Source: an optimization exercise on an open RTL-to-GDS flow (aim: small area and a short achievable clock period). Production flows keep margins and buffers that such runs may drop.
The RTL was checked by simulation tests, not by an equivalence proof against the original design.
Power and IR drop assume default switching activity.

Setup of job 6407:
## pulse_sched_gen
module pulse_sched_gen #(
  parameter int TW        = 32,
  parameter int QW        = 16,
  parameter int NTEMP     = 3,
  parameter int PULSE_LEN = 4,
  parameter int TNC_GAP   = 8
)(
  input  logic                  clk,
  input  logic                  rst,
  input  logic                  tick_1us,
  input  logic                  sync_in,
  input  logic                  load,
  input  logic                  en_cal,
  input  logic                  en_noise,
  input  logic [3:0]            n_temp,
  input  logic [15:0]           cal_dly,
  input  logic [TW-1:0]         dt_cal,
  input  logic [TW-1:0]         dt_noise,
  input  logic [NTEMP*TW-1:0]   p_ni,
  input  logic [NTEMP*TW-1:0]   p_ii,
  input  logic [NTEMP*TW-1:0]   p_np,
  input  logic [NTEMP*TW-1:0]   p_ip,
  input  logic [NTEMP*QW-1:0]   qit,
  output logic                  tni,
  output logic                  tki,
  output logic                  tnp,
  output logic                  tkp,
  output logic                  tobm,
  output logic                  tnc,
  output logic                  i_izl,
  output logic                  i_get,
  output logic                  error,
  output logic                  busy,
  output logic [3:0]            cur_train,
  output logic [TW-1:0]         time_now
);
Size: roughly 3000 cells after synthesis, roughly 740 flip-flops, about 570 I/O pins.
clock: 11.0 ns
lec_check: 0
cap_margin: 20
core_margin: 2
core_utilization: 40
slew_margin: 20
run.sh (not shown) runs the stock make flow with config.mk's settings and CLKGATE_MAP_FILE= SYNTH_SCRIPT=/design/flow/synth_recipe.tcl, a recipe that flattens the netlist after the stock synthesis.
Edits applied to the flow inputs when going from job 6407 to job 9505:
- an added ABC_CLOCK_PERIOD_IN_PS of 3000
### Flow results
The share of the yosys chip area belonging to registers of job 9505 and that of job 6407 are within noise of each other. Count of filler cells inserted in the layout came out exactly the same in job 9505 and job 6407. Compared with job 6407, in job 9505 top-level port count about even; synthesized cell count about even. Job 9505 and job 6407 ended up with nearly the same global-route usage. For job 9505 and job 6407, there was not a single run that failed to finish clean.

Another version of the RTL of pulse_sched_gen (not shown whole).
For scale: ~3400 cells after synthesis, roughly 42000 um2 of cells after synthesis.
Settings: LEC_CHECK=0, CAP_MARGIN=20, CORE_MARGIN=2, CORE_UTILIZATION=40, SLEW_MARGIN=20; clock period 11.0 ns.
standard.sh (not shown) runs the stock make flow with config.mk's settings and CLKGATE_MAP_FILE= SYNTH_SCRIPT=/design/flow/synth_recipe.tcl, a recipe that flattens the netlist after the stock synthesis.
==> flow/flow/run.sh <==
#!/bin/bash
# The standard layout (standard.sh, with its standard synthesis), with extra ORFS settings:
# plain buf_1 cells as the port buffers, and a setup margin that makes timing repair aim for
# more slack than the clock period needs. The clock period and constraints are unchanged.
set -euo pipefail
bash standard.sh finish SETUP_SLACK_MARGIN=7.35 CTS_CLUSTER_SIZE=24 CTS_CLUSTER_DIAMETER=100 CORE_UTILIZATION=50 "BUFFER_PORTS_ARGS=-buffer_cell sky130_fd_sc_hd__buf_1" > standard.log 2>&1
Edit:
--- a/flow/flow/run.sh
+++ b/flow/flow/run.sh
@@ -5,2 +5,2 @@
 set -euo pipefail
-bash standard.sh finish SETUP_SLACK_MARGIN=7.35 CTS_CLUSTER_SIZE=24 CTS_CLUSTER_DIAMETER=100 CORE_UTILIZATION=50 "BUFFER_PORTS_ARGS=-buffer_cell sky130_fd_sc_hd__buf_1" > standard.log 2>&1
+bash standard.sh finish SETUP_SLACK_MARGIN=7.5 CTS_CLUSTER_SIZE=18 CTS_CLUSTER_DIAMETER=80 CORE_UTILIZATION=50 "BUFFER_PORTS_ARGS=-buffer_cell sky130_fd_sc_hd__buf_1" > standard.log 2>&1
After rerunning: Setup slack is about the same; final area rose by 1.9%; worst hold slack barely changes; combinational power rose by about 5%; clock power rose by 15%; fmax stays flat; count of clock-buffer cells in the layout rose by 20; routed wire length rose by about 0.9%.
Edit:
--- a/flow/flow/run.sh
+++ b/flow/flow/run.sh
@@ -5,2 +5,2 @@
 set -euo pipefail
-bash standard.sh finish SETUP_SLACK_MARGIN=7.5 CTS_CLUSTER_SIZE=18 CTS_CLUSTER_DIAMETER=80 CORE_UTILIZATION=50 "BUFFER_PORTS_ARGS=-buffer_cell sky130_fd_sc_hd__buf_1" > standard.log 2>&1
+bash standard.sh finish SETUP_SLACK_MARGIN=7.5 CTS_CLUSTER_SIZE=24 CTS_CLUSTER_DIAMETER=100 CORE_UTILIZATION=50 SLEW_MARGIN=10 CAP_MARGIN=10 "BUFFER_PORTS_ARGS=-buffer_cell sky130_fd_sc_hd__buf_1" > standard.log 2>&1
Effect:
- fmax increases by about 1.7%
- clock power decreases by 13%
- total power decreases by 2.4%
- utilization decreases by 0.44 points
- worst hold slack is about the same
- routed wire length stays flat
Edit:
--- a/flow/flow/run.sh
+++ b/flow/flow/run.sh
@@ -5,2 +5,2 @@
 set -euo pipefail
-bash standard.sh finish SETUP_SLACK_MARGIN=7.5 CTS_CLUSTER_SIZE=24 CTS_CLUSTER_DIAMETER=100 CORE_UTILIZATION=50 SLEW_MARGIN=10 CAP_MARGIN=10 "BUFFER_PORTS_ARGS=-buffer_cell sky130_fd_sc_hd__buf_1" > standard.log 2>&1
+bash standard.sh finish SETUP_SLACK_MARGIN=7.25 CTS_CLUSTER_SIZE=24 CTS_CLUSTER_DIAMETER=100 CORE_UTILIZATION=55 "BUFFER_PORTS_ARGS=-buffer_cell sky130_fd_sc_hd__buf_1" > standard.log 2>&1
Area after synthesis does not change; via count came out higher by 0.93%; non-clock buffer count is lower by 22; critical path depth went up by 2; total power falls by 2.0%; count of clock-buffer cells in the layout fell by 2; utilization rose by 4.8 points; setup slack is worse by 0.13 ns; global-route usage rose by 3.2 points.

== raven ==
Another version of the RTL of pulse_sched_gen (not shown whole).
Size in the first run: roughly 770 flip-flops, about 570 I/O pins, roughly 0.046 sq mm of cells after synthesis.
export LEC_CHECK = 0
export CAP_MARGIN = 20
export CORE_MARGIN = 2
export CORE_UTILIZATION = 40
export SLEW_MARGIN = 20
create_clock -name core_clock -period 11.0 [get_ports {clk}]
==> flow/flow/run.sh <==
#!/bin/bash
# The standard layout (standard.sh, with its standard synthesis), with extra ORFS settings:
# plain buf_1 cells as the port buffers, and a setup margin that makes timing repair aim for
# more slack than the clock period needs. The clock period and constraints are unchanged.
set -euo pipefail
bash standard.sh finish SETUP_SLACK_MARGIN=7.5 CTS_CLUSTER_SIZE=24 CTS_CLUSTER_DIAMETER=100 CORE_UTILIZATION=60 "BUFFER_PORTS_ARGS=-buffer_cell sky130_fd_sc_hd__buf_1" > standard.log 2>&1
raven: all stages complete, timing, DRC and antenna checks passed
### raven -> quartz
-- flow/flow/run.sh --
<<< raven, line 5
set -euo pipefail
bash standard.sh finish SETUP_SLACK_MARGIN=7.5 CTS_CLUSTER_SIZE=24 CTS_CLUSTER_DIAMETER=100 CORE_UTILIZATION=60 "BUFFER_PORTS_ARGS=-buffer_cell sky130_fd_sc_hd__buf_1" > standard.log 2>&1
>>> quartz, line 5
set -euo pipefail
bash standard.sh finish SETUP_SLACK_MARGIN=7 CTS_CLUSTER_SIZE=30 CTS_CLUSTER_DIAMETER=100 "BUFFER_PORTS_ARGS=-buffer_cell sky130_fd_sc_hd__buf_1" > standard.log 2>&1
==> comparison <==
In quartz the die outline width turned out 22% higher than in raven. On area taken by flip-flops and latches, raven and quartz are neck and neck. Number of global-route vias before repair in quartz is 1158 lower than in raven. quartz ended with every stage complete and zero timing, DRC or antenna violations. Re overall track demand over capacity in global routing: raven was higher than quartz. Summary — share of total power in combinational logic, quartz relative to raven: lower, by 5.0 points. In the flow results for raven and quartz, the routed length on met2 is smaller on raven. When quartz is set beside raven, its met2 layer usage reported by global route turns out to be 16 points smaller. quartz has number of standard cells in the layout, taps in and fillers out above what raven had. The overall die area in raven is 0.67 times that in quartz. Comparing raven with quartz, the count of multi-input gates came out essentially unchanged. Layout overhead on the synthesized area: quartz < raven.
The following lists how amber was set up differently from quartz:
-- flow/flow/run.sh --
<<< quartz, line 5
set -euo pipefail
bash standard.sh finish SETUP_SLACK_MARGIN=7 CTS_CLUSTER_SIZE=30 CTS_CLUSTER_DIAMETER=100 "BUFFER_PORTS_ARGS=-buffer_cell sky130_fd_sc_hd__buf_1" > standard.log 2>&1
>>> amber, line 5
set -euo pipefail
bash standard.sh finish SETUP_SLACK_MARGIN=7.25 CTS_CLUSTER_SIZE=30 CTS_CLUSTER_DIAMETER=100 "BUFFER_PORTS_ARGS=-buffer_cell sky130_fd_sc_hd__buf_1" > standard.log 2>&1
### Flow results
The slew of the pin with the lowest slew margin in amber sits 0.15 ns below the value recorded for quartz.
amber vs quartz on first-pass GRT wire length: amber is the higher one.
Looking at number of inserted filler cells in the final layout across amber and quartz, the one that comes out lower is amber.
Compared with quartz, in amber detailed route wirelength on metal3 picked up an extra 6.0%; buffering stage count on the worst path with inverters included lost 1.
Looking at post-cts gate resize count, amber sits about 180% higher than quartz does.
The higher highest fanout seen on the critical path came out of amber.
For onyx, these inputs were changed with respect to amber:
-- flow/flow/run.sh --
<<< amber, line 5
set -euo pipefail
bash standard.sh finish SETUP_SLACK_MARGIN=7.25 CTS_CLUSTER_SIZE=30 CTS_CLUSTER_DIAMETER=100 "BUFFER_PORTS_ARGS=-buffer_cell sky130_fd_sc_hd__buf_1" > standard.log 2>&1
>>> onyx, line 5
set -euo pipefail
bash standard.sh finish SETUP_SLACK_MARGIN=7.25 CTS_CLUSTER_SIZE=24 CTS_CLUSTER_DIAMETER=100 CORE_UTILIZATION=60 "BUFFER_PORTS_ARGS=-buffer_cell sky130_fd_sc_hd__buf_1" > standard.log 2>&1
Findings:
- onyx completed end to end with timing, DRC and antenna clean.
- Against amber, onyx comes in 0.78 points higher on sequential share of layout area.
- Of the two values seen for timing endpoint of the critical path, tc[26]$_DFFE_PN_ was produced by onyx and tv[62]$_DFFE_PP_ by amber.
- Worst setup slack after placement on onyx is up relative to amber.
- Per the comparison of onyx with amber, fmax moved up, final worst slack climbed 0.082 ns, met2 routing resource usage after global routing now sits higher.
- onyx vs. amber: part of the power in the clock network down 0.6 points, critical path depth up 7, number of inserted diodes down 10, utilization up 22 points.
Setup changes, onyx to tundra
-- flow/flow/run.sh --
<<< onyx, line 5
set -euo pipefail
bash standard.sh finish SETUP_SLACK_MARGIN=7.25 CTS_CLUSTER_SIZE=24 CTS_CLUSTER_DIAMETER=100 CORE_UTILIZATION=60 "BUFFER_PORTS_ARGS=-buffer_cell sky130_fd_sc_hd__buf_1" > standard.log 2>&1
>>> tundra, line 5
set -euo pipefail
bash standard.sh finish SETUP_SLACK_MARGIN=7.5 "BUFFER_PORTS_ARGS=-buffer_cell sky130_fd_sc_hd__buf_1" > standard.log 2>&1
==> comparison <==
Share of cell area taken by flip-flops and latches for tundra is lower than for onyx.
tundra reports its cell type of the slowest stage on the worst timing path as sky130_fd_sc_hd__a2111oi_2 while onyx reports sky130_fd_sc_hd__fa_1.
Arrival time of the worst setup path sits higher in tundra than in onyx.
In tundra the global-route usage turned out 8.7 points lower than in onyx.
[compare] base=onyx new=tundra: ratio of routed vias to standard cells went down by 9.1%; global placement routability congestion went down by 1.9%; worst setup slack went up by 0.052 ns; number of antenna diodes went up by 12; core utilization went down by 19 points.
Sort onyx and tundra by layout cell share with drive strength beyond 1, ascending, and onyx comes first.

==> separate check: timing with driven ports <==
In the flow no input, the clock included, has a driving cell. The finished layouts below were timed again as built, in two steps.
Step 1 sets driving cells, clkbuf_16 on the clock port and buf_2 on the other inputs (assumed; they add their load-dependent delay and slew).
Step 2 moves the port delays by t, midway between the first and last clock arrival at a register: inputs arrive t later, outputs are due t later. That takes back most of the time a late clock gives input paths.
Three values: ideal, step 1, step 2; two values: the first two.
run | t, ns | setup WS [ns] | worst setup path at the end | worst data-port slew with drivers (ns) | pins driven straight from the clock port
job 6407 | 0.738 | 4.390 / 4.390 / 4.390 | register to register | 0.10 | 1
job 9505 | 0.738 | 4.390 / 4.390 / 4.390 | register to register | 0.10 | 1
the first run of note 2 | 0.695 | 7.234 / 7.234 / 6.666 | input to register | 0.22 | 1
the second run of note 2 | 0.708 | 7.234 / 7.234 / 6.679 | input to register | 0.21 | 1
the third run of note 2 | 0.698 | 7.297 / 7.297 / 6.690 | input to register | 0.23 | 1
the fourth run of note 2 | 0.688 | 7.169 / 7.169 / 6.578 | input to register | 0.14 | 1
raven | 0.680 | 7.209 / 7.209 / 6.770 | input to register | 0.12 | 1
quartz | 0.691 | 7.033 / 6.974 / 6.550 | input to register | 0.12 | 1
amber | 0.694 | 7.164 / 7.164 / 6.668 | input to register | 0.12 | 1
onyx | 0.692 | 7.246 / 7.246 / 6.629 | input to register | 0.12 | 1
tundra | 0.734 | 7.298 / 7.320 / 6.616 | input to register | 0.14 | 1
After both steps every run listed still meets setup and hold. For tundra, which loses most, drivers alone change the setup slack by +0.022 ns; drivers and shift together by -0.682 ns.
